Context: an optimization exercise on an open-source flow, tuned for small area, a short achievable clock period and few clock cycles. The choices shown serve that exercise and are no tape-out recipe. Function was not checked in any run shown here: the RTL went through the layout flow alone. No activity file was given, so power comes from the tool's default toggle rates.

--- run.sh ---
#!/bin/bash
# synth_recipe.tcl (not shown) runs the flow's synth.tcl, then flattens the netlist and writes it again
# the make line also repeats each setting of config.mk as NAME=value (left out here)
make -C /OpenROAD-flow-scripts/flow DESIGN_CONFIG=/design/flow/config.mk WORK_HOME=/design/flow/orfs CLKGATE_MAP_FILE= SYNTH_SCRIPT=/design/flow/synth_recipe.tcl finish
--- design.v ---
package adbq_pkg;
	localparam int unsigned RING_SLOTS_DEF = 8;
	localparam int unsigned MAX_REPLY_DEF  = 24;
	localparam int unsigned MODE_W      = 2;
	localparam int unsigned BYTE_W      = 8;
	localparam int unsigned OUTCOME_W   = 3;
	localparam int unsigned DATA_IDX_W  = 5;
	localparam int unsigned MIN_PACKET  = 3;
	localparam logic [BYTE_W-1:0] PACKET_TYPE_DATA = 8'h00;
	typedef enum logic [MODE_W-1:0] {
		MODE_BYTE  = 2'd0,
		MODE_ABORT = 2'd1,
		MODE_POP   = 2'd2,
		MODE_NOP   = 2'd3
	} mode_t;
	typedef enum logic [OUTCOME_W-1:0] {
		OC_QUEUED    = 3'd0,
		OC_IGNORED   = 3'd1,
		OC_DROPPED   = 3'd2,
		OC_PACKET    = 3'd3,
		OC_EMPTY     = 3'd4,
		OC_DISCARDED = 3'd5
	} outcome_t;
	typedef enum logic [1:0] {
		PH_ATTN = 2'd0,
		PH_RECV = 2'd1,
		PH_OVER = 2'd2
	} rx_phase_t;
	typedef enum logic [2:0] {
		S_IDLE,
		S_BYTE,
		S_JUDGE,
		S_POP,
		S_RD1,
		S_RD2,
		S_DATA
	} seq_state_t;
	typedef struct packed {
		logic byte_we;
		logic len_we;
	} store_ctl_t;
endpackage
import adbq_pkg::*;
module adbq_store #(
	parameter int unsigned RING_SLOTS = RING_SLOTS_DEF,
	parameter int unsigned MAX_REPLY  = MAX_REPLY_DEF,
	localparam int unsigned PTR_W  = $clog2(RING_SLOTS),
	localparam int unsigned SLOT_W = MAX_REPLY - 1,
	localparam int unsigned OFF_W  = $clog2(SLOT_W)
) (
	input  logic              clk,
	input  logic              we,
	input  logic [PTR_W-1:0]  wr_slot,
	input  logic [OFF_W-1:0]  wr_off,
	input  logic [BYTE_W-1:0] wr_byte,
	input  logic [PTR_W-1:0]  rd_slot,
	input  logic [OFF_W-1:0]  rd_idx,
	output logic [BYTE_W-1:0] rd_status,
	output logic [BYTE_W-1:0] rd_command,
	output logic [BYTE_W-1:0] rd_data
);
	logic [BYTE_W-1:0] mem [RING_SLOTS][SLOT_W];
	always_ff @(posedge clk) begin
		for (int s = 0; s < RING_SLOTS; s++) begin
			for (int o = 0; o < SLOT_W; o++) begin
				if (we && wr_slot == PTR_W'(s) && wr_off == OFF_W'(o)) begin
					mem[s][o] <= wr_byte;
				end
			end
		end
	end
	always_comb begin
		rd_status  = '0;
		rd_command = '0;
		rd_data    = '0;
		for (int s = 0; s < RING_SLOTS; s++) begin
			if (rd_slot == PTR_W'(s)) begin
				rd_status  = mem[s][0];
				rd_command = mem[s][1];
				for (int o = 2; o < SLOT_W; o++) begin
					if (rd_idx == OFF_W'(o - 2)) begin
						rd_data = mem[s][o];
					end
				end
			end
		end
	end
endmodule
import adbq_pkg::*;
module adbq_seq #(
	parameter int unsigned RING_SLOTS = RING_SLOTS_DEF,
	parameter int unsigned MAX_REPLY  = MAX_REPLY_DEF,
	parameter int unsigned RQ_DEPTH   = 4,
	localparam int unsigned PTR_W  = $clog2(RING_SLOTS),
	localparam int unsigned SLOT_W = MAX_REPLY - 1,
	localparam int unsigned OFF_W  = $clog2(SLOT_W),
	localparam int unsigned LEN_W  = $clog2(MAX_REPLY)
) (
	input  logic              clk,
	input  logic              arst_n,
	input  logic              deliver_enable,
	input  logic              item_valid,
	output logic              item_ready,
	input  logic [MODE_W-1:0] item_mode,
	input  logic [BYTE_W-1:0] item_link_byte,
	input  logic              item_end_of_packet,
	output logic                  result_valid,
	input  logic                  result_ready,
	output logic [OUTCOME_W-1:0]  result_outcome,
	output logic [BYTE_W-1:0]     result_status_flags,
	output logic [BYTE_W-1:0]     result_echoed_command,
	output logic [BYTE_W-1:0]     result_data_byte,
	output logic [DATA_IDX_W-1:0] result_data_index,
	output logic                  result_has_data,
	output logic                  result_last,
	output logic              wr_en,
	output logic [PTR_W-1:0]  wr_slot,
	output logic [OFF_W-1:0]  wr_off,
	output logic [BYTE_W-1:0] wr_byte,
	output logic [PTR_W-1:0]  rd_slot,
	output logic [OFF_W-1:0]  rd_idx,
	input  logic [BYTE_W-1:0] rd_status,
	input  logic [BYTE_W-1:0] rd_command,
	input  logic [BYTE_W-1:0] rd_data
);
	localparam int unsigned CNT_W = $clog2(MAX_REPLY + 1);
	localparam int unsigned RQ_W  = $clog2(RQ_DEPTH);
	localparam int unsigned ITEM_W = MODE_W + BYTE_W + 1;
	function automatic logic [PTR_W-1:0] ring_next(input logic [PTR_W-1:0] i);
		ring_next = (i == PTR_W'(RING_SLOTS - 1)) ? '0 : i + PTR_W'(1);
	endfunction
	logic              rdy_q, in_v, sk_v;
	logic [ITEM_W-1:0] in_d, sk_d, item_d;
	logic              take, consume, in_free;
	assign item_d  = {item_mode, item_link_byte, item_end_of_packet};
	assign take    = item_valid && rdy_q;
	assign in_free = !in_v || consume;
	assign item_ready = rdy_q;
	always_ff @(posedge clk or negedge arst_n) begin
		if (!arst_n) begin
			in_v  <= 1'b0;
			sk_v  <= 1'b0;
			rdy_q <= 1'b1;
		end else begin
			if (in_free) begin
				in_v  <= sk_v || take;
				sk_v  <= 1'b0;
				rdy_q <= 1'b1;
			end else begin
				sk_v  <= sk_v || take;
				rdy_q <= !(sk_v || take);
			end
		end
	end
	always_ff @(posedge clk) begin
		if (rdy_q) begin
			sk_d <= item_d;
		end
		if (in_free) begin
			in_d <= sk_v ? sk_d : item_d;
		end
	end
	logic [MODE_W-1:0] in_mode;
	logic [BYTE_W-1:0] in_byte;
	logic              in_eop;
	assign {in_mode, in_byte, in_eop} = in_d;
	adbq_pkg::rx_phase_t phase_q;
	logic [CNT_W-1:0]  count_q;
	logic              type0_q;
	logic [PTR_W-1:0]  head_q, tail_q;
	logic [RING_SLOTS-1:0] busy_q, busy_set, busy_clr;
	logic [LEN_W-1:0]  nd_mem [RING_SLOTS];
	logic is_byte, is_abort, is_pop, owes, stores, judging, judge_ok, stall;
	logic empty, full;
	logic [LEN_W-1:0] judge_nd;
	logic [OUTCOME_W-1:0] judge_oc;
	logic [RQ_DEPTH-1:0][3:0] rq_q;
	logic [RQ_W-1:0] rq_wp, rq_rp;
	logic [RQ_W:0]   rq_n;
	logic            rq_full, rq_push, rq_pop;
	logic [3:0]      rq_in, rq_head;
	assign is_byte  = (in_mode == MODE_BYTE);
	assign is_abort = (in_mode == MODE_ABORT);
	assign is_pop   = (in_mode == MODE_POP);
	assign owes     = (is_byte && in_eop) || is_abort || is_pop;
	assign stores   = is_byte && (phase_q == PH_RECV) && (count_q != '0);
	assign stall    = (owes && rq_full) || (stores && busy_q[tail_q] && !wr_safe);
	assign consume  = in_v && !stall;
	assign judging  = consume && ((is_byte && in_eop) || is_abort);
	assign empty = (head_q == tail_q);
	assign full  = (ring_next(tail_q) == head_q);
	always_comb begin
		if (is_byte) begin
			unique case (phase_q)
				PH_RECV: begin
					judge_ok = (count_q >= CNT_W'(MIN_PACKET - 1)) && type0_q;
					judge_nd = LEN_W'(count_q - CNT_W'(MIN_PACKET - 1));
				end
				PH_OVER: begin
					judge_ok = type0_q;
					judge_nd = LEN_W'(SLOT_W - 2);
				end
				default: begin
					judge_ok = 1'b0;
					judge_nd = '0;
				end
			endcase
		end else begin
			judge_ok = (phase_q != PH_ATTN) && (count_q >= CNT_W'(MIN_PACKET)) && type0_q;
			judge_nd = LEN_W'(count_q - CNT_W'(MIN_PACKET));
		end
		if (!judge_ok) begin
			judge_oc = OC_IGNORED;
		end else if (full) begin
			judge_oc = OC_DROPPED;
		end else begin
			judge_oc = OC_QUEUED;
		end
	end
	always_comb begin
		if (is_pop) begin
			if (empty) begin
				rq_in = {1'b0, OC_EMPTY};
			end else if (!deliver_enable) begin
				rq_in = {1'b0, OC_DISCARDED};
			end else begin
				rq_in = {1'b1, 3'(head_q)};
			end
		end else begin
			rq_in = {1'b0, judge_oc};
		end
	end
	assign rq_push  = consume && owes;
	assign busy_set = (consume && is_pop && !empty && deliver_enable) ?
		(RING_SLOTS'(1) << head_q) : '0;
	assign wr_en   = consume && stores;
	assign wr_slot = tail_q;
	assign wr_off  = OFF_W'(count_q - CNT_W'(1));
	assign wr_byte = in_byte;
	always_ff @(posedge clk or negedge arst_n) begin
		if (!arst_n) begin
			phase_q <= PH_ATTN;
			count_q <= '0;
			type0_q <= 1'b0;
			head_q  <= '0;
			tail_q  <= '0;
			busy_q  <= '0;
		end else begin
			busy_q <= (busy_q & ~busy_clr) | busy_set;
			if (consume) begin
				if (is_byte) begin
					unique case (phase_q)
						PH_RECV: begin
							if (count_q == '0) begin
								type0_q <= (in_byte == PACKET_TYPE_DATA);
							end
							count_q <= count_q + CNT_W'(1);
							if (count_q == CNT_W'(MAX_REPLY - 1)) begin
								phase_q <= PH_OVER;
							end
						end
						PH_OVER: ;
						default: begin
							phase_q <= PH_RECV;
							count_q <= '0;
						end
					endcase
				end
				if (judging) begin
					phase_q <= PH_ATTN;
					count_q <= '0;
					if (judge_oc == OC_QUEUED) begin
						tail_q <= ring_next(tail_q);
					end
				end
				if (is_pop && !empty) begin
					head_q <= ring_next(head_q);
				end
			end
		end
	end
	always_ff @(posedge clk) begin
		if (judging && judge_oc == OC_QUEUED) begin
			nd_mem[tail_q] <= judge_nd;
		end
	end
	assign rq_full = (rq_n == (RQ_W + 1)'(RQ_DEPTH));
	assign rq_head = rq_q[rq_rp];
	always_ff @(posedge clk or negedge arst_n) begin
		if (!arst_n) begin
			rq_wp <= '0;
			rq_rp <= '0;
			rq_n  <= '0;
		end else begin
			if (rq_push) begin
				rq_wp <= rq_wp + RQ_W'(1);
			end
			if (rq_pop) begin
				rq_rp <= rq_rp + RQ_W'(1);
			end
			rq_n <= rq_n + (RQ_W + 1)'(rq_push) - (RQ_W + 1)'(rq_pop);
		end
	end
	always_ff @(posedge clk) begin
		if (rq_push) begin
			rq_q[rq_wp] <= rq_in;
		end
	end
	logic                  e_act;
	logic [PTR_W-1:0]      e_slot;
	logic [LEN_W-1:0]      e_idx, e_nd;
	logic                  load_ok, e_has, e_last;
	logic                  res_valid_q;
	logic [OUTCOME_W-1:0]  res_outcome_q;
	logic [BYTE_W-1:0]     res_status_q, res_cmd_q, res_data_q;
	logic [DATA_IDX_W-1:0] res_index_q;
	logic                  res_has_q, res_last_q;
	logic                  emit_beat, emit_verdict, start;
	logic                  e_done, wr_safe;
	assign load_ok = !res_valid_q || result_ready;
	assign e_has   = (e_nd != '0);
	assign e_last  = !e_has || ((e_idx + LEN_W'(1)) == e_nd);
	assign rd_slot = e_slot;
	assign wr_safe = e_act && e_done && (e_slot == tail_q) &&
		(count_q <= CNT_W'(e_idx) + CNT_W'(2));
	assign rd_idx  = OFF_W'(e_idx);
	assign emit_beat    = e_act && load_ok;
	assign start        = !e_act && (rq_n != '0) && rq_head[3];
	assign emit_verdict = !e_act && (rq_n != '0) && !rq_head[3] && load_ok;
	assign rq_pop       = start || emit_verdict;
	assign busy_clr     = (emit_beat && e_last) ? (RING_SLOTS'(1) << e_slot) : '0;
	always_ff @(posedge clk or negedge arst_n) begin
		if (!arst_n) begin
			e_act       <= 1'b0;
			res_valid_q <= 1'b0;
		end else begin
			if (start) begin
				e_act <= 1'b1;
			end else if (emit_beat && e_last) begin
				e_act <= 1'b0;
			end
			if (emit_beat || emit_verdict) begin
				res_valid_q <= 1'b1;
			end else if (result_ready) begin
				res_valid_q <= 1'b0;
			end
		end
	end
	always_ff @(posedge clk) begin
		if (start) begin
			e_slot <= PTR_W'(rq_head[2:0]);
			e_idx  <= '0;
			e_done <= 1'b0;
			e_nd   <= nd_mem[PTR_W'(rq_head[2:0])];
		end else if (emit_beat) begin
			e_idx  <= e_idx + LEN_W'(1);
			e_done <= 1'b1;
		end
		if (emit_beat) begin
			res_outcome_q <= OC_PACKET;
			if (!e_done) begin
				res_status_q <= rd_status;
				res_cmd_q    <= rd_command;
			end
			res_data_q    <= e_has ? rd_data : '0;
			res_index_q   <= e_has ? DATA_IDX_W'(e_idx) : '0;
			res_has_q     <= e_has;
			res_last_q    <= e_last;
		end else if (emit_verdict) begin
			res_outcome_q <= rq_head[2:0];
			res_status_q  <= '0;
			res_cmd_q     <= '0;
			res_data_q    <= '0;
			res_index_q   <= '0;
			res_has_q     <= 1'b0;
			res_last_q    <= 1'b1;
		end
	end
	assign result_valid          = res_valid_q;
	assign result_outcome        = res_outcome_q;
	assign result_status_flags   = res_status_q;
	assign result_echoed_command = res_cmd_q;
	assign result_data_byte      = res_data_q;
	assign result_data_index     = res_index_q;
	assign result_has_data       = res_has_q;
	assign result_last           = res_last_q;
endmodule
import adbq_pkg::*;
module adb_packet_receive_queue_top #(
	parameter int unsigned RING_SLOTS = RING_SLOTS_DEF,
	parameter int unsigned MAX_REPLY  = MAX_REPLY_DEF
) (
	input  logic          clk,
	input  logic          arst_n,
	input  logic          cfg_we,
	input  logic          cfg_wdata,
	input  logic                  item_valid,
	output logic                  item_ready,
	input  logic [MODE_W-1:0]     item_mode,
	input  logic [BYTE_W-1:0]     item_link_byte,
	input  logic                  item_end_of_packet,
	output logic                  result_valid,
	input  logic                  result_ready,
	output logic [OUTCOME_W-1:0]  result_outcome,
	output logic [BYTE_W-1:0]     result_status_flags,
	output logic [BYTE_W-1:0]     result_echoed_command,
	output logic [BYTE_W-1:0]     result_data_byte,
	output logic [DATA_IDX_W-1:0] result_data_index,
	output logic                  result_has_data,
	output logic                  result_last
);
	localparam int unsigned PTR_W  = $clog2(RING_SLOTS);
	localparam int unsigned SLOT_W = MAX_REPLY - 1;
	localparam int unsigned OFF_W  = $clog2(SLOT_W);
	logic              deliver_enable_q;
	logic              wr_en;
	logic [PTR_W-1:0]  wr_slot, rd_slot;
	logic [OFF_W-1:0]  wr_off, rd_idx;
	logic [BYTE_W-1:0] wr_byte, rd_status, rd_command, rd_data;
	always_ff @(posedge clk or negedge arst_n) begin
		if (!arst_n) begin
			deliver_enable_q <= 1'b0;
		end else if (cfg_we) begin
			deliver_enable_q <= cfg_wdata;
		end
	end
	adbq_seq #(
		.RING_SLOTS (RING_SLOTS),
		.MAX_REPLY  (MAX_REPLY)
	) u_seq (
		.clk            (clk),
		.arst_n         (arst_n),
		.deliver_enable (deliver_enable_q),
		.item_valid            (item_valid),
		.item_ready            (item_ready),
		.item_mode             (item_mode),
		.item_link_byte        (item_link_byte),
		.item_end_of_packet    (item_end_of_packet),
		.result_valid          (result_valid),
		.result_ready          (result_ready),
		.result_outcome        (result_outcome),
		.result_status_flags   (result_status_flags),
		.result_echoed_command (result_echoed_command),
		.result_data_byte      (result_data_byte),
		.result_data_index     (result_data_index),
		.result_has_data       (result_has_data),
		.result_last           (result_last),
		.wr_en      (wr_en),
		.wr_slot    (wr_slot),
		.wr_off     (wr_off),
		.wr_byte    (wr_byte),
		.rd_slot    (rd_slot),
		.rd_idx     (rd_idx),
		.rd_status  (rd_status),
		.rd_command (rd_command),
		.rd_data    (rd_data)
	);
	adbq_store #(
		.RING_SLOTS (RING_SLOTS),
		.MAX_REPLY  (MAX_REPLY)
	) u_store (
		.clk        (clk),
		.we         (wr_en),
		.wr_slot    (wr_slot),
		.wr_off     (wr_off),
		.wr_byte    (wr_byte),
		.rd_slot    (rd_slot),
		.rd_idx     (rd_idx),
		.rd_status  (rd_status),
		.rd_command (rd_command),
		.rd_data    (rd_data)
	);
endmodule
--- config.mk ---
export PLATFORM = sky130hd
export DESIGN_NAME = adb_packet_receive_queue_top
export DESIGN_NICKNAME = adb_packet_receive_queue_top
export VERILOG_FILES = /design/flow/design.v
export SDC_FILE = /design/flow/constraint.sdc
export NUM_CORES = 4
export LEC_CHECK = 0
export CAP_MARGIN = 20
export CORE_MARGIN = 2
export CORE_UTILIZATION = 40
export SLEW_MARGIN = 20
--- constraint.sdc ---
create_clock -name core_clock -period 7.0 [get_ports {clk}]
set_input_delay 1.4000 -clock core_clock [delete_from_list [all_inputs] [get_ports {clk}]]
set_output_delay 1.4000 -clock core_clock [all_outputs]
set_load 0.01 [all_outputs]
==> run notes, run 1 <==
IO Count=53; CTS max path bufs=3; LEAKAGE=24.3 nW; Pre-Repair DR Iteration Count=6; largest net degree at the start of global routing=186; final setup fails=0; initial antenna violation count=11; initial core utilization=40.4%; final slew viol count=0; register area share after synthesis=73.0%; Final Worst Setup Slack=1.04 ns; DIE HEIGHT=between 400 and 500 um; TritonCTS buffer count=172; Comb power frac=33.1%; Syn Area/Cell=14.5 um2; Max Cap Viol=0; Yosys top cell area share=71.4%; Multi-input gate area=0.0169 mm2; Placed Area=a little over 0.07 mm2; Sw Share=38.1%; worst-margin pin slew=~1.2 ns; Primary FF master, synth=edfxtp_1; Root Buffer=clkbuf_16; GP Congestion=about 1.1; pre-CTS setup slack=1.40 ns; Resize count post-CTS=0; post-route cell area=0.0765 mm2; crit start category=flip-flop; synth unique cells=101; Layout area overhead=14.5%; number of setup buffers added after CTS=0; Synth async-reset ratio=2.14%; post-layout min period=a little under 6 ns; chip width=413 um; Vias=approximately 48000; Worst Path Arrival=6.55 ns; Tot GR Track Use=about 32%; worst-skew pair later-pin latency=0.85 ns; Max Clock Skew=0.0449 ns; FILL cells=14400; Peak VDD IR=around 0.0003 V; outcome=timing/DRC/antenna clean; first-pass GRT wire length=375000 um; nets=4844; crit-path max FO=32; Min-Delay Path Class=reg2reg; CTS tree=built; Post-Syn Area=approximately 0.067 mm2; Synth Warn #=4; post-synth net total=4684; Sink Count=1633; Routed WL per cell=around 39 um; Vias/cell=6.77; fmax=168 MHz; vias in the first global route=44700; Reg clk slew, reported paths=0.07 ns; Cell Pwr Density=about 400 mW/mm2; count of flip-flops with a built-in enable after synthesis=around 1600; Initial DRC Count=9616; dpl hpwl=190000 um; Worst setup EP type=flip-flop; layout cells sized above 1=11.9%; Clk pwr share=between 20% and 30%; FF+latch count, synth=roughly 1600; Setup TNS Final=0 ns; Cell Rows=149; critical path required time=7.59 ns; Buffers on Ports=52; slew margin rel.=15.8%; Int Pwr=around 0.019 W; RSZ-0062 raised after global routing=no; WL final=around 280000 um; GRT overflow=0; Residual DRC=0; Synth area leader=edfxtp_1; Detail Route Antenna Nets=0; ranking of synthesized cells by area=edfxtp_1, nor2_1, o21ai_0, a21oi_1, o22ai_1; die footprint=between 0.15 and 0.2 mm2; CP Class=reg2reg; Hold Buf Count CTS=0; sw power=0.0119 W; core area=roughly 0.17 mm2; H-tree levels=4; Seq. cell area=between 0.04 and 0.05 mm2; Post-Synthesis Cells=4623; Seq pwr share=around 38%; Final Hold Viols=0; final period utilization=85.2%
## sequential cells by signal, summed over array words and instances, names as in the netlist, 5 cells and up
signal,count
u_seq.res_status_q,8
u_store.mem,1472
u_seq.rq_q,16
u_seq.sk_d,11
u_seq.busy_q,8
u_seq.e_idx,5
u_seq.res_cmd_q,8
u_seq.nd_mem,40
u_seq.res_index_q,5
u_seq.res_data_q,8
u_seq.count_q,5
u_seq.e_nd,5
u_seq.in_d,11
## cells in the final DEF (no fill, tap or decap), types with 16 or more instances in the layout
cell type / synthesis / final
a221oi_1: 99 / 99
clkbuf_16: 0 / 177
clkbuf_1: 180 / 30
nand3_1: 68 / 68
o21ai_0: 228 / 224
edfxtp_1: 1589 / 1589
and3_1: 20 / 20
nand2_1: 260 / 259
clkinv_2: 0 / 24
a21o_1: 19 / 19
clkdlybuf4s50_1: 0 / 51
nand4_1: 21 / 21
buf_4: 9 / 194
o211ai_1: 30 / 30
a21oi_1: 218 / 218
mux4_2: 16 / 16
o221ai_1: 73 / 73
ha_1: 43 / 38
o31ai_1: 18 / 18
xnor2_1: 24 / 24
a221o_1: 30 / 30
nor2b_1: 29 / 29
nor3_1: 79 / 78
o22ai_1: 172 / 171
dfrtp_1: 34 / 34
a211oi_1: 43 / 43
o32ai_1: 23 / 23
a22oi_1: 85 / 85
nor2_1: 499 / 492
nand2b_1: 28 / 28
o2111ai_1: 17 / 17
nor4_1: 34 / 29
inv_1: 63 / 63
or3_1: 33 / 33
and2_1: 18 / 18
a31oi_1: 34 / 34
mux2_2: 26 / 26
a22o_1: 37 / 37
clkinv_1: 5 / 39
mux2i_1: 29 / 29
## path summary, 6_finish.rpt
path / endpoint / cells after the start / slack (ns) / from
worst min-delay path: u_seq.res_outcome_q[1] / 2 / 0.48 / u_seq.res_outcome_q[1]
worst min register to register: u_seq.res_outcome_q[1] / 2 / 0.48 / u_seq.res_outcome_q[1]
worst max-delay path: u_seq.res_data_q[6] / 14 / 1.04 / u_seq.e_idx[0]
worst max register to register: u_seq.res_data_q[6] / 14 / 1.04 / u_seq.e_idx[0]
min in group asynchronous: u_seq.rq_n[1] / 1 / 0.69 / arst_n
max in group asynchronous: u_seq.count_q[0] / 1 / 5.74 / arst_n
## power groups by stage
stage                     registers, W  clock network [W]  logic [W]
final                           0.0117            0.00919     0.0103
after global placement          0.0119                  0    0.00975
after global routing            0.0117            0.00955     0.0103
after CTS                       0.0117            0.00920    0.00980
after detailed placement        0.0119                  0    0.00977
after floorplan                 0.0119                  0    0.00471
## cell families after synthesis
family	synth area share (%)
xor gates and xnor gates	0.433
buffers and inverters	2.17
AOI/OAI and AO/OA	13.5
muxes	1.41
and+or+nand+nor	8.67
adders and majority gates	0.835
DFF	73.0
## stage by stage
step                      total power [W]  hold slack [ns]  util (%)  std cells
after detailed placement           0.0217            0.461      42.8       6795
after floorplan                    0.0166            0.443         -       4623
final                              0.0312            0.478      46.3       7106
after CTS                          0.0307            0.482      46.2       7099
after global placement             0.0216            0.463      42.8       6793
after global routing               0.0316            0.505      46.3       7102
## cell type report
type | instances | share of cell area [%]
flip-flops and latches | 1633 | 63.8
well taps | 2189 | 3.58
clock inverters | 94 | 1.26
inverters | 68 | 0.334
diodes | 4 | 0.0131
repair buffers | 263 | 3.01
clock buffers | 210 | 5.99
multi-input cells | 2645 | 22.0
## critical path, stage by stage (launching register included)
cell and delay [ns]:
dfxtp_1 0.51, inv_1 0.16, ha_2 0.57, nand4bb_2 0.30, buf_4 0.48, nor2_1 0.31, buf_4 0.30, a221o_1 0.43
nor3_1 0.65, o211ai_1 0.33, a32oi_1 0.44, nand4_1 0.16, a311oi_2 0.47, a31oi_1 0.18, or3_1 0.34
## cell usage after synthesis (all sizes together) (26+ instances only)
library cell  number
edfxtp          1589
nor2             502
nand2            263
o21ai            231
a21oi            218
clkbuf           180
o22ai            172
a221oi           100
buf               97
a22oi             85
nor3              80
o221ai            73
nand3             68
inv               63
a211oi            44
ha                43
a22o              37
a31oi             34
dfrtp             34
nor4              34
or3               33
a221o             30
o211ai            30
mux2i             29
nor2b             29
nand2b            28
mux2              26
## per-layer routing
| layer | part of all wire [%] | routed length (um) | track usage (%) | up-vias |
|---|---|---|---|---|
| met5 | 0.022 | 62 | 0 | - |
| met3 | 13 | 37600 | 8.37 | 786 |
| li1 | - | - | - | 18800 |
| met2 | 43 | 119000 | 47.0 | 4360 |
| met4 | 7.1 | 19900 | 18.8 | 10 |
| met1 | 37 | 102000 | 43.2 | 24200 |
==> run 2: changes to the inputs <==
--- a/design.v
+++ b/design.v
@@ -47,5 +47,6 @@
 	localparam int unsigned PTR_W  = $clog2(RING_SLOTS),
 	localparam int unsigned SLOT_W = MAX_REPLY - 1,
-	localparam int unsigned OFF_W  = $clog2(SLOT_W)
+	localparam int unsigned OFF_W  = $clog2(SLOT_W),
+	localparam int unsigned DATA_N = SLOT_W - 2
 ) (
 	input  logic              clk,
@@ -54,6 +55,6 @@
 	input  logic [OFF_W-1:0]  wr_off,
 	input  logic [BYTE_W-1:0] wr_byte,
-	input  logic [PTR_W-1:0]  rd_slot,
-	input  logic [OFF_W-1:0]  rd_idx,
+	input  logic [RING_SLOTS-1:0] rd_slot_oh,
+	input  logic [DATA_N-1:0]     rd_data_oh,
 	output logic [BYTE_W-1:0] rd_status,
 	output logic [BYTE_W-1:0] rd_command,
@@ -61,9 +62,20 @@
 );
 	logic [BYTE_W-1:0] mem [RING_SLOTS][SLOT_W];
+	logic [BYTE_W-1:0] row [RING_SLOTS];
+	logic              wq_en;
+	logic [PTR_W-1:0]  wq_slot;
+	logic [OFF_W-1:0]  wq_off;
+	logic [BYTE_W-1:0] wq_byte;
+	always_ff @(posedge clk) begin
+		wq_en   <= we;
+		wq_slot <= wr_slot;
+		wq_off  <= wr_off;
+		wq_byte <= wr_byte;
+	end
 	always_ff @(posedge clk) begin
 		for (int s = 0; s < RING_SLOTS; s++) begin
 			for (int o = 0; o < SLOT_W; o++) begin
-				if (we && wr_slot == PTR_W'(s) && wr_off == OFF_W'(o)) begin
-					mem[s][o] <= wr_byte;
+				if (wq_en && wq_slot == PTR_W'(s) && wq_off == OFF_W'(o)) begin
+					mem[s][o] <= wq_byte;
 				end
 			end
@@ -75,13 +87,11 @@
 		rd_data    = '0;
 		for (int s = 0; s < RING_SLOTS; s++) begin
-			if (rd_slot == PTR_W'(s)) begin
-				rd_status  = mem[s][0];
-				rd_command = mem[s][1];
-				for (int o = 2; o < SLOT_W; o++) begin
-					if (rd_idx == OFF_W'(o - 2)) begin
-						rd_data = mem[s][o];
-					end
-				end
+			row[s] = '0;
+			for (int o = 0; o < DATA_N; o++) begin
+				row[s] = row[s] | (mem[s][o + 2] & {BYTE_W{rd_data_oh[o]}});
 			end
+			rd_status  = rd_status  | (mem[s][0] & {BYTE_W{rd_slot_oh[s]}});
+			rd_command = rd_command | (mem[s][1] & {BYTE_W{rd_slot_oh[s]}});
+			rd_data    = rd_data    | (row[s]   & {BYTE_W{rd_slot_oh[s]}});
 		end
 	end
@@ -95,5 +105,6 @@
 	localparam int unsigned SLOT_W = MAX_REPLY - 1,
 	localparam int unsigned OFF_W  = $clog2(SLOT_W),
-	localparam int unsigned LEN_W  = $clog2(MAX_REPLY)
+	localparam int unsigned LEN_W  = $clog2(MAX_REPLY),
+	localparam int unsigned DATA_N = SLOT_W - 2
 ) (
 	input  logic              clk,
@@ -118,6 +129,6 @@
 	output logic [OFF_W-1:0]  wr_off,
 	output logic [BYTE_W-1:0] wr_byte,
-	output logic [PTR_W-1:0]  rd_slot,
-	output logic [OFF_W-1:0]  rd_idx,
+	output logic [RING_SLOTS-1:0] rd_slot_oh,
+	output logic [DATA_N-1:0]     rd_data_oh,
 	input  logic [BYTE_W-1:0] rd_status,
 	input  logic [BYTE_W-1:0] rd_command,
@@ -176,6 +187,5 @@
 	logic [OUTCOME_W-1:0] judge_oc;
 	logic [RQ_DEPTH-1:0][3:0] rq_q;
-	logic [RQ_W-1:0] rq_wp, rq_rp;
-	logic [RQ_W:0]   rq_n;
+	logic [RQ_DEPTH-1:0] rq_v;
 	logic            rq_full, rq_push, rq_pop;
 	logic [3:0]      rq_in, rq_head;
@@ -285,30 +295,34 @@
 		end
 	end
-	assign rq_full = (rq_n == (RQ_W + 1)'(RQ_DEPTH));
-	assign rq_head = rq_q[rq_rp];
+	assign rq_full = rq_v[RQ_DEPTH-1];
+	assign rq_head = rq_q[0];
 	always_ff @(posedge clk or negedge arst_n) begin
 		if (!arst_n) begin
-			rq_wp <= '0;
-			rq_rp <= '0;
-			rq_n  <= '0;
-		end else begin
-			if (rq_push) begin
-				rq_wp <= rq_wp + RQ_W'(1);
-			end
-			if (rq_pop) begin
-				rq_rp <= rq_rp + RQ_W'(1);
-			end
-			rq_n <= rq_n + (RQ_W + 1)'(rq_push) - (RQ_W + 1)'(rq_pop);
+			rq_v <= '0;
+		end else if (rq_push && !rq_pop) begin
+			rq_v <= {rq_v[RQ_DEPTH-2:0], 1'b1};
+		end else if (rq_pop && !rq_push) begin
+			rq_v <= {1'b0, rq_v[RQ_DEPTH-1:1]};
 		end
 	end
 	always_ff @(posedge clk) begin
-		if (rq_push) begin
-			rq_q[rq_wp] <= rq_in;
+		for (int i = 0; i < RQ_DEPTH; i++) begin
+			if (rq_pop) begin
+				if (rq_push && rq_v[i] && (i == RQ_DEPTH - 1 || !rq_v[i + 1])) begin
+					rq_q[i] <= rq_in;
+				end else if (i < RQ_DEPTH - 1) begin
+					rq_q[i] <= rq_q[i + 1];
+				end
+			end else if (rq_push && !rq_v[i] && (i == 0 || rq_v[i - 1])) begin
+				rq_q[i] <= rq_in;
+			end
 		end
 	end
-	logic                  e_act;
+	logic                  e_act, e_done, e_has;
 	logic [PTR_W-1:0]      e_slot;
-	logic [LEN_W-1:0]      e_idx, e_nd;
-	logic                  load_ok, e_has, e_last;
+	logic [RING_SLOTS-1:0] e_slot_oh;
+	logic [DATA_N-1:0]     e_data_oh;
+	logic [LEN_W-1:0]      e_idx, e_rem, s_nd;
+	logic                  load_ok, e_last, wr_safe;
 	logic                  res_valid_q;
 	logic [OUTCOME_W-1:0]  res_outcome_q;
@@ -317,17 +331,16 @@
 	logic                  res_has_q, res_last_q;
 	logic                  emit_beat, emit_verdict, start;
-	logic                  e_done, wr_safe;
-	assign load_ok = !res_valid_q || result_ready;
-	assign e_has   = (e_nd != '0);
-	assign e_last  = !e_has || ((e_idx + LEN_W'(1)) == e_nd);
-	assign rd_slot = e_slot;
+	assign load_ok    = !res_valid_q || result_ready;
+	assign e_last     = (e_rem == '0);
+	assign rd_slot_oh = e_slot_oh;
+	assign rd_data_oh = e_data_oh;
+	assign s_nd       = nd_mem[PTR_W'(rq_head[2:0])];
 	assign wr_safe = e_act && e_done && (e_slot == tail_q) &&
 		(count_q <= CNT_W'(e_idx) + CNT_W'(2));
-	assign rd_idx  = OFF_W'(e_idx);
 	assign emit_beat    = e_act && load_ok;
-	assign start        = !e_act && (rq_n != '0) && rq_head[3];
-	assign emit_verdict = !e_act && (rq_n != '0) && !rq_head[3] && load_ok;
+	assign start        = !e_act && rq_v[0] && rq_head[3];
+	assign emit_verdict = !e_act && rq_v[0] && !rq_head[3] && load_ok;
 	assign rq_pop       = start || emit_verdict;
-	assign busy_clr     = (emit_beat && e_last) ? (RING_SLOTS'(1) << e_slot) : '0;
+	assign busy_clr     = (emit_beat && e_last) ? e_slot_oh : '0;
 	always_ff @(posedge clk or negedge arst_n) begin
 		if (!arst_n) begin
@@ -349,11 +362,16 @@
 	always_ff @(posedge clk) begin
 		if (start) begin
-			e_slot <= PTR_W'(rq_head[2:0]);
-			e_idx  <= '0;
-			e_done <= 1'b0;
-			e_nd   <= nd_mem[PTR_W'(rq_head[2:0])];
+			e_slot    <= PTR_W'(rq_head[2:0]);
+			e_slot_oh <= RING_SLOTS'(1) << rq_head[2:0];
+			e_idx     <= '0;
+			e_done    <= 1'b0;
+			e_has     <= (s_nd != '0);
+			e_rem     <= (s_nd != '0) ? s_nd - LEN_W'(1) : '0;
+			e_data_oh <= DATA_N'(s_nd != '0);
 		end else if (emit_beat) begin
-			e_idx  <= e_idx + LEN_W'(1);
-			e_done <= 1'b1;
+			e_idx     <= e_idx + LEN_W'(1);
+			e_rem     <= e_rem - LEN_W'(1);
+			e_done    <= 1'b1;
+			e_data_oh <= {e_data_oh[DATA_N-2:0], 1'b0};
 		end
 		if (emit_beat) begin
@@ -363,6 +381,6 @@
 				res_cmd_q    <= rd_command;
 			end
-			res_data_q    <= e_has ? rd_data : '0;
-			res_index_q   <= e_has ? DATA_IDX_W'(e_idx) : '0;
+			res_data_q    <= rd_data;
+			res_index_q   <= DATA_IDX_W'(e_idx);
 			res_has_q     <= e_has;
 			res_last_q    <= e_last;
@@ -415,6 +433,8 @@
 	logic              deliver_enable_q;
 	logic              wr_en;
-	logic [PTR_W-1:0]  wr_slot, rd_slot;
-	logic [OFF_W-1:0]  wr_off, rd_idx;
+	logic [PTR_W-1:0]  wr_slot;
+	logic [OFF_W-1:0]  wr_off;
+	logic [RING_SLOTS-1:0] rd_slot_oh;
+	logic [SLOT_W-3:0] rd_data_oh;
 	logic [BYTE_W-1:0] wr_byte, rd_status, rd_command, rd_data;
 	always_ff @(posedge clk or negedge arst_n) begin
@@ -450,6 +470,6 @@
 		.wr_off     (wr_off),
 		.wr_byte    (wr_byte),
-		.rd_slot    (rd_slot),
-		.rd_idx     (rd_idx),
+		.rd_slot_oh (rd_slot_oh),
+		.rd_data_oh (rd_data_oh),
 		.rd_status  (rd_status),
 		.rd_command (rd_command),
@@ -465,6 +485,6 @@
 		.wr_off     (wr_off),
 		.wr_byte    (wr_byte),
-		.rd_slot    (rd_slot),
-		.rd_idx     (rd_idx),
+		.rd_slot_oh (rd_slot_oh),
+		.rd_data_oh (rd_data_oh),
 		.rd_status  (rd_status),
 		.rd_command (rd_command),
==> run 2 against run 1 <==
Effect of this change: flip-flop and latch count rose by 47; still clean on timing, DRC and antenna; combinational power fell by 53%; final cell count fell by 19%; largest power group unchanged; design area fell by 8.1%; highest routed layer unchanged; first-iteration DRC count fell by 45%.
==> run notes, run 2 <==
outcome=timing/DRC/antenna clean; chip width=398 um (-3.5%); Cell Rows=144 (-3.4%); WL final=182000 um (-35%); slew margin rel.=8.42% (-7.4 points); fmax=277 MHz (+65%); largest net degree at the start of global routing=99 (-47%); Synth area leader=edfxtp_1; r2r endpoint=u_store.mem[109][5]; Synth async-reset ratio=1.90% (-0.24 points); critical path required time=7.30 ns (-0.29 ns); die footprint=0.159 mm2 (-6.9%); Primary FF master, synth=edfxtp_1; crit path cell chain=clkdlybuf4s50_1, nand2b_1, nand2_1, nand2_1; worst-skew pair later-pin latency=0.81 ns (-0.04 ns); Yosys top cell area share=78.2% (+6.8 points); Sink Count=1680 (+2.9%); FILL cells=13200 (-7.8%); number of setup buffers added after CTS=0 (unchanged); count of flip-flops with a built-in enable after synthesis=1619 (+1.9%); WHS Endpoint=u_store.wq_byte[6]; Post-Synthesis Cells=3470 (-25%); Buffers on Ports=52 (unchanged); CTS max path bufs=3 (unchanged); Post-Syn Area=0.0622 mm2 (-6.9%); Detail Route Antenna Nets=0 (unchanged); Reg clk slew, reported paths=0.06 ns (about the same); Vias/cell=6.18 (-8.7%); core area=0.154 mm2 (-6.7%); TritonCTS buffer count=165 (-4.1%); Layout area overhead=13.1%; DIE HEIGHT=398 um (-3.5%); vias in the first global route=34200 (-24%); Vias=35400 (-26%); CTS tree=built; Residual DRC=0 (unchanged); Routed WL per cell=31.7 um (-19%); crit-path max FO=23 (-28%); IO Count=53 (unchanged); Placed Cells=5427 (-20%); initial core utilization=40.3% (-0.082 points); Worst setup EP type=flip-flop; Hold Buf Count CTS=0 (unchanged); Setup TNS Final=0 ns (unchanged); worst-margin pin slew=1.37 ns (+0.120 ns); Resize count post-CTS=0 (unchanged); Initial DRC Count=5269 (-45%); RSZ-0062 raised after global routing=no; Root Buffer=clkbuf_16; CP max stage cell=nand2_1; FF+latch count, synth=1680 (+2.9%); Largest register FFs=1472 (unchanged); final period utilization=51.6% (-34 points); crit start category=input pin; worst hold stages=0 (-2); Cell Pwr Density=357 mW/mm2 (-13%); nets=3600 (-26%); Syn Area/Cell=17.9 um2 (+24%); ranking of synthesized cells by area=edfxtp_1, a22o_1, a221oi_1, a22oi_1, nor2_1; layout cells sized above 1=10.9% (-1.1 points); LEAKAGE=22.0 nW (-9.7%); CP Buf/Inv Count=1 (-2); Final Hold Viols=0 (unchanged); GRT overflow=0 (unchanged); Multi-input gate area=0.0113 mm2 (-33%); commonest non-fill, non-tap cells in the layout=edfxtp_1, a22oi_1, a22o_1; Most Frequent Cell on Critical Path=nand2_1; CP Class=in2reg; first-pass GRT wire length=255000 um (-32%); Levels on crit path=4 (-10); Synth top cells by count=edfxtp_1, a22oi_1, nor2_1, a22o_1, a221oi_1; GP Congestion=0.846 (-21%); register area share after synthesis=80.4% (+7.4 points); commonest non-fill, non-tap cell in the layout=edfxtp_1; Worst Path Arrival=3.91 ns (-2.64 ns); Top Registers=u_store.mem: 1472 flops, u_seq.nd_mem: 40 flops, u_seq.e_data_oh: 21 flops; Peak VDD IR=0.000329 V (+9.9%); Largest Register=u_store.mem; Worst Hold Launch=u_seq.in_d[7]; H-tree levels=4 (unchanged); largest stage delay on the critical path=0.91 ns (+0.26 ns); most common cell in the synthesized netlist=edfxtp_1; synth unique cells=80 (-21%); dpl hpwl=104000 um (-45%); Tot GR Track Use=22.6% (-9.5 points); Max Cap Viol=0 (unchanged); Synth Warn #=7 (+3); crit-path leading delay family=simple AND/OR/NAND/NOR gates; final setup fails=0 (unchanged); initial antenna violation count=3 (-8); Pre-Repair DR Iteration Count=8 (+2); Min-Delay Path Class=reg2reg; FF-to-FF setup slack=3.41 ns (+2.37 ns); post-synth net total=3516 (-25%); Max Clock Skew=0.0383 ns (-0.00659 ns); Seq. cell area=0.0500 mm2 (+2.6%); Worst Reg-to-Reg Cells=3 (-11); final std cells w/o fill=5732 (-19%); reg-to-reg startpoint=u_store.wq_off[3]; post-layout min period=3.61 ns (-2.35 ns); final slew viol count=0 (unchanged)
## run 2: changes by cell type after synthesis, sizes merged, moves of 44 or more
cell | before | now
nor3 | 80 | 13
a21oi | 218 | 13
a22oi | 85 | 224
a22o | 37 | 210
nand2 | 263 | 71
o221ai | 73 | 0
o22ai | 172 | 4
a221oi | 100 | 208
a211oi | 44 | 0
nor2 | 502 | 219
a222oi | 13 | 64
o21ai | 231 | 90
nand4 | 21 | 86
## run 2: how the worst max path moves through the flow
stage                    from                  end  slack [ns]
4_1_cts          result_ready  u_seq.e_data_oh[19]        3.27
6_report         result_ready  u_seq.res_data_q[4]        3.39
3_5_place_dp     result_ready  u_seq.e_data_oh[16]        2.45
5_1_grt        u_seq.e_idx[1]   u_seq.nd_mem[5][2]        3.22
3_3_place_gp     result_ready  u_seq.e_data_oh[17]        2.52
2_1_floorplan    result_ready   u_seq.res_cmd_q[0]        3.54
## run 2: final cells by class
class / count / area share, %
diodes: 6 / 0.0214
clock buffers: 200 / 6.16
clock inverters: 95 / 1.06
inverters: 22 / 0.117
multi-input cells: 1547 / 16.0
flip-flops and latches: 1680 / 71.1
well taps: 2044 / 3.64
repair buffers: 138 / 1.83
## run 2: logic make-up after synthesis
family,count (synthesis),synth area share [%]
and+or+nand+nor,569,4.54
buffers and inverters,243,1.57
DFF,1680,80.4
muxes,54,1.19
xor gates and xnor gates,25,0.352
adders and majority gates,29,0.584
AOI/OAI and AO/OA,870,11.4
## run 2: where the power goes
group	internal, W	leakage [nW]	switching, W
registers	0.0114	15.3	0.000356
logic	0.00147	4.22	0.00339
clock network	0.00473	2.48	0.00373
## run 2: worst reg2reg max path, delay by kind of cell (launching register included)
kind	cells	cell delay, ns
simple gates	3	2.79
flops	1	0.39
## run 2: through the flow
step | utilization (%) | area, um2 | hold slack [ns] | power (W) | setup slack (ns)
global placement | 42.2 | 65100 | 0.356 | 0.0168 | 2.52
detailed placement | 42.2 | 65100 | 0.361 | 0.0168 | 2.45
global route | 45.6 | 70300 | 0.394 | 0.0258 | 3.22
floorplan | - | 62200 | 0.348 | 0.0146 | 3.54
CTS | 45.5 | 70200 | 0.377 | 0.0251 | 3.27
finish | 45.6 | 70300 | 0.376 | 0.0251 | 3.39
## run 2: layer usage
layer  vias up  track usage (%)  share of wire [%]
met3       296             4.51                9.8
met2      2015             35.7                 47
met1     18500             31.6                 40
li1      14600                -                  -
met5         -                0             0.0072
met4         2             6.87                2.8
==> run 3: changes to the inputs <==
--- a/design.v
+++ b/design.v
@@ -319,10 +319,11 @@
 		end
 	end
-	logic                  e_act, e_done, e_has;
-	logic [PTR_W-1:0]      e_slot;
-	logic [RING_SLOTS-1:0] e_slot_oh;
-	logic [DATA_N-1:0]     e_data_oh;
-	logic [LEN_W-1:0]      e_idx, e_rem, s_nd;
-	logic                  load_ok, e_last, wr_safe;
+	logic                  c_v, c_rep, c_done, c_has;
+	logic [OUTCOME_W-1:0]  c_code;
+	logic [PTR_W-1:0]      c_slot;
+	logic [RING_SLOTS-1:0] c_slot_oh;
+	logic [DATA_N-1:0]     c_data_oh;
+	logic [LEN_W-1:0]      c_idx, c_rem, q_nd;
+	logic                  load_ok, emit, c_last, c_fin, c_load, wr_safe;
 	logic                  res_valid_q;
 	logic [OUTCOME_W-1:0]  res_outcome_q;
@@ -330,28 +331,27 @@
 	logic [DATA_IDX_W-1:0] res_index_q;
 	logic                  res_has_q, res_last_q;
-	logic                  emit_beat, emit_verdict, start;
 	assign load_ok    = !res_valid_q || result_ready;
-	assign e_last     = (e_rem == '0);
-	assign rd_slot_oh = e_slot_oh;
-	assign rd_data_oh = e_data_oh;
-	assign s_nd       = nd_mem[PTR_W'(rq_head[2:0])];
-	assign wr_safe = e_act && e_done && (e_slot == tail_q) &&
-		(count_q <= CNT_W'(e_idx) + CNT_W'(2));
-	assign emit_beat    = e_act && load_ok;
-	assign start        = !e_act && rq_v[0] && rq_head[3];
-	assign emit_verdict = !e_act && rq_v[0] && !rq_head[3] && load_ok;
-	assign rq_pop       = start || emit_verdict;
-	assign busy_clr     = (emit_beat && e_last) ? e_slot_oh : '0;
+	assign emit       = c_v && load_ok;
+	assign c_last     = !c_rep || (c_rem == '0);
+	assign c_fin      = emit && c_last;
+	assign c_load     = (!c_v || c_fin) && rq_v[0];
+	assign rq_pop     = c_load;
+	assign rd_slot_oh = c_slot_oh;
+	assign rd_data_oh = c_data_oh;
+	assign q_nd       = nd_mem[PTR_W'(rq_head[2:0])];
+	assign busy_clr   = (c_fin && c_rep) ? c_slot_oh : '0;
+	assign wr_safe = c_v && c_rep && c_done && (c_slot == tail_q) &&
+		(count_q <= CNT_W'(c_idx) + CNT_W'(2));
 	always_ff @(posedge clk or negedge arst_n) begin
 		if (!arst_n) begin
-			e_act       <= 1'b0;
+			c_v         <= 1'b0;
 			res_valid_q <= 1'b0;
 		end else begin
-			if (start) begin
-				e_act <= 1'b1;
-			end else if (emit_beat && e_last) begin
-				e_act <= 1'b0;
+			if (c_load) begin
+				c_v <= 1'b1;
+			end else if (c_fin) begin
+				c_v <= 1'b0;
 			end
-			if (emit_beat || emit_verdict) begin
+			if (emit) begin
 				res_valid_q <= 1'b1;
 			end else if (result_ready) begin
@@ -361,36 +361,40 @@
 	end
 	always_ff @(posedge clk) begin
-		if (start) begin
-			e_slot    <= PTR_W'(rq_head[2:0]);
-			e_slot_oh <= RING_SLOTS'(1) << rq_head[2:0];
-			e_idx     <= '0;
-			e_done    <= 1'b0;
-			e_has     <= (s_nd != '0);
-			e_rem     <= (s_nd != '0) ? s_nd - LEN_W'(1) : '0;
-			e_data_oh <= DATA_N'(s_nd != '0);
-		end else if (emit_beat) begin
-			e_idx     <= e_idx + LEN_W'(1);
-			e_rem     <= e_rem - LEN_W'(1);
-			e_done    <= 1'b1;
-			e_data_oh <= {e_data_oh[DATA_N-2:0], 1'b0};
+		if (c_load) begin
+			c_rep     <= rq_head[3];
+			c_code    <= rq_head[2:0];
+			c_slot    <= PTR_W'(rq_head[2:0]);
+			c_slot_oh <= RING_SLOTS'(1) << rq_head[2:0];
+			c_idx     <= '0;
+			c_done    <= 1'b0;
+			c_has     <= (q_nd != '0);
+			c_rem     <= (q_nd != '0) ? q_nd - LEN_W'(1) : '0;
+			c_data_oh <= DATA_N'(q_nd != '0);
+		end else if (emit) begin
+			c_idx     <= c_idx + LEN_W'(1);
+			c_rem     <= c_rem - LEN_W'(1);
+			c_done    <= 1'b1;
+			c_data_oh <= {c_data_oh[DATA_N-2:0], 1'b0};
 		end
-		if (emit_beat) begin
-			res_outcome_q <= OC_PACKET;
-			if (!e_done) begin
-				res_status_q <= rd_status;
-				res_cmd_q    <= rd_command;
+		if (emit) begin
+			if (c_rep) begin
+				res_outcome_q <= OC_PACKET;
+				if (!c_done) begin
+					res_status_q <= rd_status;
+					res_cmd_q    <= rd_command;
+				end
+				res_data_q  <= rd_data;
+				res_index_q <= DATA_IDX_W'(c_idx);
+				res_has_q   <= c_has;
+				res_last_q  <= c_last;
+			end else begin
+				res_outcome_q <= c_code;
+				res_status_q  <= '0;
+				res_cmd_q     <= '0;
+				res_data_q    <= '0;
+				res_index_q   <= '0;
+				res_has_q     <= 1'b0;
+				res_last_q    <= 1'b1;
 			end
-			res_data_q    <= rd_data;
-			res_index_q   <= DATA_IDX_W'(e_idx);
-			res_has_q     <= e_has;
-			res_last_q    <= e_last;
-		end else if (emit_verdict) begin
-			res_outcome_q <= rq_head[2:0];
-			res_status_q  <= '0;
-			res_cmd_q     <= '0;
-			res_data_q    <= '0;
-			res_index_q   <= '0;
-			res_has_q     <= 1'b0;
-			res_last_q    <= 1'b1;
 		end
 	end
--- a/config.mk
+++ b/config.mk
@@ -9,3 +9,4 @@
 export CORE_MARGIN = 2
 export CORE_UTILIZATION = 40
+export SETUP_SLACK_MARGIN = 3.5
 export SLEW_MARGIN = 20
==> run 3 against run 2 <==
Effect of this change: largest cell class unchanged; fmax up 2.6%; die area down 0.23%; hold slack better by 0.0028 ns; final cell count down 0.17%; non-clock buffer count up 3; utilization up 0.13 points; synthesized area down 0.23%; design area up 0.16%.
==> run notes, run 3 <==
GRT overflow=0 (unchanged); CTS tree=built; fmax=284 MHz (+2.6%); Buffers on Ports=52 (unchanged); chip width=398 um (-0.11%); Cell Pwr Density=374 mW/mm2 (+4.7%); Post-Synthesis Cells=3453 (-0.49%); ranking of synthesized cells by area=edfxtp_1, a22oi_1, a22o_1, a221oi_1, nor2_1; largest net degree at the start of global routing=112 (+13%); dpl hpwl=105000 um (+1.0%); Worst Reg-to-Reg Cells=3 (unchanged); worst-margin pin slew=1.32 ns (-0.0541 ns); Max Clock Skew=0.0310 ns (-0.00730 ns); Syn Area/Cell=18.0 um2 (+0.26%); Setup TNS Final=0 ns (unchanged); reg-to-reg startpoint=u_store.wq_off[2]; H-tree levels=4 (unchanged); largest stage delay on the critical path=1.14 ns (+0.23 ns); Initial DRC Count=5542 (+5.2%); Residual DRC=0 (unchanged); Min-Delay Path Class=reg2reg; r2r endpoint=u_store.mem[136][1]; Sink Count=1681 (+0.060%); outcome=timing/DRC/antenna clean; Synth top cells by count=edfxtp_1, a22oi_1, nor2_1, a22o_1, a221oi_1; FF+latch count, synth=1681 (+0.060%); CP max stage cell=nor2_1; post-route cell area=0.0704 mm2 (+0.16%); final slew viol count=0 (unchanged); most common cell in the synthesized netlist=edfxtp_1; Routed WL per cell=31.8 um (+0.39%); CTS max path bufs=3 (unchanged); Yosys top cell area share=78.6% (+0.37 points); Top Registers=u_store.mem: 1472 flops, u_seq.nd_mem: 40 flops, u_seq.c_data_oh: 21 flops; Pre-Repair DR Iteration Count=6 (-2); crit path cell chain=nor3b_1, nand3_1, nor2_1; Hold Buf Count CTS=0 (unchanged); Setup crit start=u_store.wq_off[2]; nets=3597 (-0.083%); Max Cap Viol=0 (unchanged); synth unique cells=71 (-11%); final period utilization=50.3% (-1.3 points); final setup fails=0 (unchanged); Worst setup EP type=flip-flop; Root Buffer=clkbuf_16; Cell Rows=144 (unchanged); critical path required time=7.41 ns (+0.11 ns); slew margin rel.=12.0% (+3.6 points); commonest non-fill, non-tap cell in the layout=edfxtp_1; count of flip-flops with a built-in enable after synthesis=1623 (+0.25%); commonest non-fill, non-tap cells in the layout=edfxtp_1, a22oi_1, a22o_1; worst-skew pair later-pin latency=0.80 ns (about the same); Vias/cell=6.19 (+0.17%); Tot GR Track Use=22.7% (+0.078 points); Synth Warn #=7 (unchanged); RSZ-0062 raised after global routing=yes; Synth area leader=edfxtp_1; FF-to-FF setup slack=3.48 ns (+0.07 ns); Critical Path Sink=u_store.mem[136][1]; Worst Path Arrival=3.93 ns (+0.02 ns); DIE HEIGHT=398 um (-0.11%); TritonCTS buffer count=168 (+1.8%); Placed Area=0.0651 mm2 (-0.13%); die footprint=0.158 mm2 (-0.23%); FILL cells=13100 (-1.5%); Power Total=0.0263 W (+4.9%); WL final=182000 um (+0.22%); Largest Register=u_store.mem; Peak VDD IR=0.000368 V (+12%); Detail Route Antenna Nets=0 (unchanged); LEAKAGE=21.9 nW (-0.25%); initial core utilization=40.3% (-0.045 points); Final Hold Viols=0 (unchanged); core area=0.154 mm2 (-0.12%); IO Count=53 (unchanged); crit start category=flip-flop; post-synth net total=3499 (-0.48%); first-pass GRT wire length=256000 um (+0.36%); post-layout min period=3.52 ns (-0.0927 ns); register area share after synthesis=80.7% (+0.28 points); Post-Syn Area=0.0620 mm2 (-0.23%); Synth async-reset ratio=1.90% (about the same); Largest register FFs=1472 (unchanged); Vias=35400 (-0.0056%); vias in the first global route=34100 (-0.26%); layout cells sized above 1=10.7% (-0.12 points); hold slack=0.379 ns (+0.00281 ns); GP Congestion=0.874 (+3.3%); Layout area overhead=13.5%; worst hold stages=0 (unchanged); initial antenna violation count=4 (+1); crit-path max FO=10 (-57%); CP Class=reg2reg; Primary FF master, synth=edfxtp_1; Reg clk slew, reported paths=0.06 ns (about the same)
-- run 3: how the worst min path moves through the flow --
| stage | startpoint | to | slack, ns |
|---|---|---|---|
| detailed placement | u_seq.in_d[5] | u_store.wq_byte[4] | 0.36 |
| finish | u_seq.in_d[5] | u_store.wq_byte[4] | 0.38 |
| CTS | u_seq.in_d[5] | u_store.wq_byte[4] | 0.38 |
| global placement | u_seq.in_d[5] | u_store.wq_byte[4] | 0.37 |
| floorplan | u_seq.in_d[2] | u_store.wq_byte[1] | 0.35 |
| global route | u_seq.in_d[5] | u_store.wq_byte[4] | 0.39 |
-- run 3: repair_timing --
item | 4_1_cts | 5_1_grt
buffers inserted | 1 | 0
gates resized for setup | 2 | 4
endpoints found under the setup margin | 6 | 26
-- run 3: worst max-delay path, delay by kind of cell, from the launching register on --
family           cells  cell delay [ns]
flip-flops           1             0.51
AND/OR/NAND/NOR      3             2.60
-- run 3: cell families after synthesis --
logic type                 Yosys count  synth area share [%]
DFF                               1681                  80.7
buffers and inverters              233                  1.44
adders and majority gates           29                 0.585
muxes                               48                  1.08
xor gates and xnor gates            26                 0.367
AOI/OAI and AO/OA                  883                  11.4
and+or+nand+nor                    553                  4.41
-- run 3: report_power, final --
group	internal (W)	switching, W
Sequential	0.0115	0.000390
Combinational	0.00171	0.00407
Clock	0.00486	0.00379
-- run 3: cell type report --
type,instances,area [um2],share of cell area (%)
clock buffers,222,4560,6.48
repair buffers,141,1300,1.85
inverters,20,78.8,0.112
clock inverters,73,677,0.961
multi-input cells,1539,11200,15.8
well taps,2044,2560,3.63
flip-flops and latches,1681,50100,71.1
diodes,2,5.00,0.00711
-- run 3: layer usage --
layer	part of all wire [%]	track usage (%)	up-vias
met5	0.012	0	-
met4	2.4	6.31	4
met3	11	4.77	293
met2	46	35.3	2151
met1	40	32.3	18400
li1	-	-	14600
-- run 3: per-stage QoR --
| stage | util [%] | cells | worst slack, ns |
|---|---|---|---|
| after global placement | 42.2 | 5420 | 2.92 |
| after detailed placement | 42.2 | 5421 | 2.93 |
| final | 45.7 | 5722 | 3.48 |
| after floorplan | - | 3453 | 3.78 |
| after global routing | 45.7 | 5720 | 3.49 |
| after CTS | 45.6 | 5717 | 3.56 |
==> run 4: changes to the inputs <==
--- a/config.mk
+++ b/config.mk
@@ -9,4 +9,4 @@
 export CORE_MARGIN = 2
 export CORE_UTILIZATION = 40
-export SETUP_SLACK_MARGIN = 3.5
+export SETUP_SLACK_MARGIN = 4.2
 export SLEW_MARGIN = 20
==> run 4 against run 3 <==
Effect of this change: hold slack better by 0.0042 ns; routed wire length increased by 3.0%; register-to-register slack better by 0.55 ns; synthesized area is the same; global-route usage is 0.54 points higher; total power up 0.80%; die area stayed put; utilization grew 0.83 points; critical path type unchanged; largest power group unchanged.
==> run notes, run 4 <==
outcome=timing/DRC/antenna clean; Pre-Repair DR Iteration Count=8 (+2); Critical Path Sink=u_store.mem[22][5]; post-layout min period=2.97 ns (-0.551 ns); CTS tree=built; largest stage delay on the critical path=1.00 ns (-0.14 ns); Worst Hold Launch=u_seq.in_d[2]; Worst Reg-to-Reg Cells=3 (unchanged); Final Hold Viols=0 (unchanged); commonest non-fill, non-tap cells in the layout=edfxtp_1, a22oi_1, a22o_1; Primary FF master, synth=edfxtp_1; post-synth net total=3499 (unchanged); Cell Rows=144 (unchanged); count of flip-flops with a built-in enable after synthesis=1623 (unchanged); initial antenna violation count=6 (+2); first-pass GRT wire length=262000 um (+2.3%); vias in the first global route=34700 (+1.8%); RSZ-0062 raised after global routing=yes; r2r endpoint=u_store.mem[22][5]; Syn Area/Cell=18.0 um2 (unchanged); die footprint=0.158 mm2 (unchanged); Sw Share=32.0% (+0.63 points); Synth async-reset ratio=1.90% (unchanged); ranking of synthesized cells by area=edfxtp_1, a22oi_1, a22o_1, a221oi_1, nor2_1; Post-Syn Area=0.0620 mm2 (unchanged); metal3 WL=21700 um (+12%); Tot GR Track Use=23.2% (+0.54 points); largest net degree at the start of global routing=100 (-11%); core area=0.154 mm2 (unchanged); Power Total=0.0266 W (+0.80%); chip width=398 um (unchanged); Synth Warn #=7 (unchanged); Residual DRC=0 (unchanged); Routed WL per cell=32.3 um (+1.7%); Post-Synthesis Cells=3453 (unchanged); Worst Path Arrival=3.40 ns (-0.53 ns); post-route cell area=0.0717 mm2 (+1.8%); WL final=187000 um (+3.0%); Initial DRC Count=5496 (-0.83%); WL met1=73200 um (-0.37%); Vias/cell=6.22 (+0.42%); crit path cell chain=nor2b_1, nand2_1, nor2_1; GRT overflow=0 (unchanged); highest metal used=met5; Vias=36000 (+1.7%); Placed Area=0.0651 mm2 (+0.12%); IO Count=53 (unchanged); Setup crit start=u_store.wq_off[4]; commonest non-fill, non-tap cell in the layout=edfxtp_1; slew margin rel.=22.9% (+11 points); GP Congestion=0.869 (-0.63%); register area share after synthesis=80.7% (unchanged); hold slack=0.383 ns (+0.00419 ns); CP max stage cell=nor2_1; FF+latch count, synth=1681 (unchanged); crit-path max FO=8 (-2); crit start category=flip-flop; Comb power frac=23.4% (+1.5 points); DR WL met2=87000 um (+3.0%); CTS max path bufs=3 (unchanged); final setup fails=0 (unchanged); Cell Pwr Density=370 mW/mm2 (-0.99%); Max Cap Viol=0 (unchanged); Final Worst Setup Slack=4.03 ns (+0.551 ns); CP Class=reg2reg; initial core utilization=40.3% (unchanged); Clk pwr share=32.0% (-0.9 points); Layout area overhead=15.6%; worst-skew pair later-pin latency=0.81 ns (about the same); Setup TNS Final=0 ns (unchanged); Synth top cells by count=edfxtp_1, a22oi_1, nor2_1, a22o_1, a221oi_1; Max Clock Skew=0.0376 ns (+0.00657 ns); Peak VDD IR=0.000346 V (-5.9%); final period utilization=42.4% (-7.9 points); H-tree levels=4 (unchanged); Root Buffer=clkbuf_16; Largest register FFs=1472 (unchanged); Sink Count=1681 (unchanged); final slew viol count=0 (unchanged); most common cell in the synthesized netlist=edfxtp_1; fmax=337 MHz (+19%); Reg clk slew, reported paths=0.06 ns (about the same); nets=3665 (+1.9%); reg-to-reg startpoint=u_store.wq_off[4]; sw power=0.00849 W (+2.8%); FILL cells=13000 (-0.70%); worst-margin pin slew=1.15 ns (-0.164 ns); Top Registers=u_store.mem: 1472 flops, u_seq.nd_mem: 40 flops, u_seq.c_data_oh: 21 flops; Synth area leader=edfxtp_1; dpl hpwl=108000 um (+3.1%); Largest Register=u_store.mem; TritonCTS buffer count=164 (-2.4%); critical path required time=7.43 ns (+0.02 ns); Worst setup EP type=flip-flop; LEAKAGE=22.4 nW (+2.0%); Seq pwr share=44.6% (-0.6 points); Hold Buf Count CTS=0 (unchanged); Detail Route Antenna Nets=0 (unchanged); layout cells sized above 1=18.7% (+8.0 points); DIE HEIGHT=398 um (unchanged); pre-CTS setup slack=2.93 ns (-0.00109 ns); synth unique cells=71 (unchanged); Min-Delay Path Class=reg2reg; Buffers on Ports=52 (unchanged); Yosys top cell area share=78.6% (unchanged); Int Pwr=0.0181 W (-0.12%); FF-to-FF setup slack=4.03 ns (+0.55 ns)
run 4: worst min path at each step:
stage | slack, ns | depth (start not counted) | endpoint
final | 0.38 | 0 | u_store.wq_byte[1]
after global routing | 0.40 | 0 | u_store.wq_byte[1]
after CTS | 0.38 | 0 | u_store.wq_byte[1]
after detailed placement | 0.37 | 0 | u_store.wq_byte[1]
after global placement | 0.35 | 0 | u_store.wq_byte[4]
after floorplan | 0.35 | 0 | u_store.wq_byte[1]
run 4: cell families (layout without fill, tap and decap cells):
logic type	count (synthesis)	in the layout	share of synthesized area, %
mux	48	48	1.08
other cells	0	1	0
compound gates	883	883	11.4
buf+inv	233	531	1.44
xor+xnor	26	26	0.367
simple gates	553	553	4.41
flops	1681	1681	80.7
fa+ha+maj	29	29	0.585
run 4: metrics by stage:
stage,std cells,utilization [%]
2_1_floorplan,3453,-
3_3_place_gp,5430,42.3
3_5_place_dp,5432,42.3
4_1_cts,5778,46.1
5_1_grt,5796,46.5
6_report,5796,46.5
run 4: power groups by stage:
stage | Sequential (W) | Combinational [W] | Clock [W]
2_1_floorplan | 0.0120 | 0.00308 | 0
3_3_place_gp | 0.0122 | 0.00559 | 0
3_5_place_dp | 0.0122 | 0.00561 | 0
4_1_cts | 0.0119 | 0.00598 | 0.00854
5_1_grt | 0.0119 | 0.00642 | 0.00895
6_report | 0.0118 | 0.00622 | 0.00849
run 4: layer usage:
layer  track usage, %  vias up
met5                0        -
met4             7.37        8
met3             6.19      285
met2             35.9     2298
met1             32.0    18700
li1                 -    14800
run 4: timing repair:
item,CTS,global route
buffers inserted,47,14
pin swaps,19,14
cloned,1,0
setup endpoints to repair,1076,1016
gates resized for setup,353,133
run 4: area by class of cell:
class | instances | area [um2] | area share (%)
flip-flops and latches | 1681 | 50100 | 69.9
multi-input cells | 1539 | 12100 | 16.9
clock buffers | 210 | 4370 | 6.09
well taps | 2044 | 2560 | 3.57
repair buffers | 212 | 1740 | 2.43
clock inverters | 88 | 729 | 1.02
inverters | 20 | 82.6 | 0.115
repair inverters | 1 | 5.00 | 0.00698
diodes | 1 | 2.50 | 0.00349
run 4: critical path: cells and delay by family, from the launching register on:
family,cells,cell delay (ns)
AND/OR/NAND/NOR,3,2.14
flip-flops,1,0.45

separate check: timing with driven ports:
In the flow no input, the clock included, has a driving cell. The finished layouts below were timed again as built, in two steps.
Step 1 assumes that a clkbuf_16 drives the clock port and a buf_2 every other input.
Step 2 moves the port delays by t, midway between the first and last clock arrival at a register: inputs arrive t later, outputs are due t later. That takes back most of the time a late clock gives input paths.
Three values: ideal ports, drivers, drivers and shift; two values: the first two.
run | shift t [ns] | setup WS [ns] | worst hold slack (ns) | worst setup path at the end | latest minus earliest clock arrival (ns)
run 1 | 0.903 | 1.037 / 1.037 / 1.037 | 0.478 / 0.478 / 0.478 | register to register | 0.048 / 0.049
run 2 | 0.865 | 3.386 / 3.399 / 2.579 | 0.376 / 0.376 / 0.376 | input to register | 0.039 / 0.039
run 3 | 0.866 | 3.479 / 3.479 / 2.982 | 0.379 / 0.379 / 0.379 | input to register | 0.033 / 0.034
run 4 | 0.874 | 4.030 / 3.950 / 3.464 | 0.383 / 0.383 / 0.383 | input to register | 0.038 / 0.038
After both steps setup and hold are still met in every run listed. For run 2, which loses most, drivers alone change the setup slack by +0.013 ns; drivers and shift together by -0.807 ns.
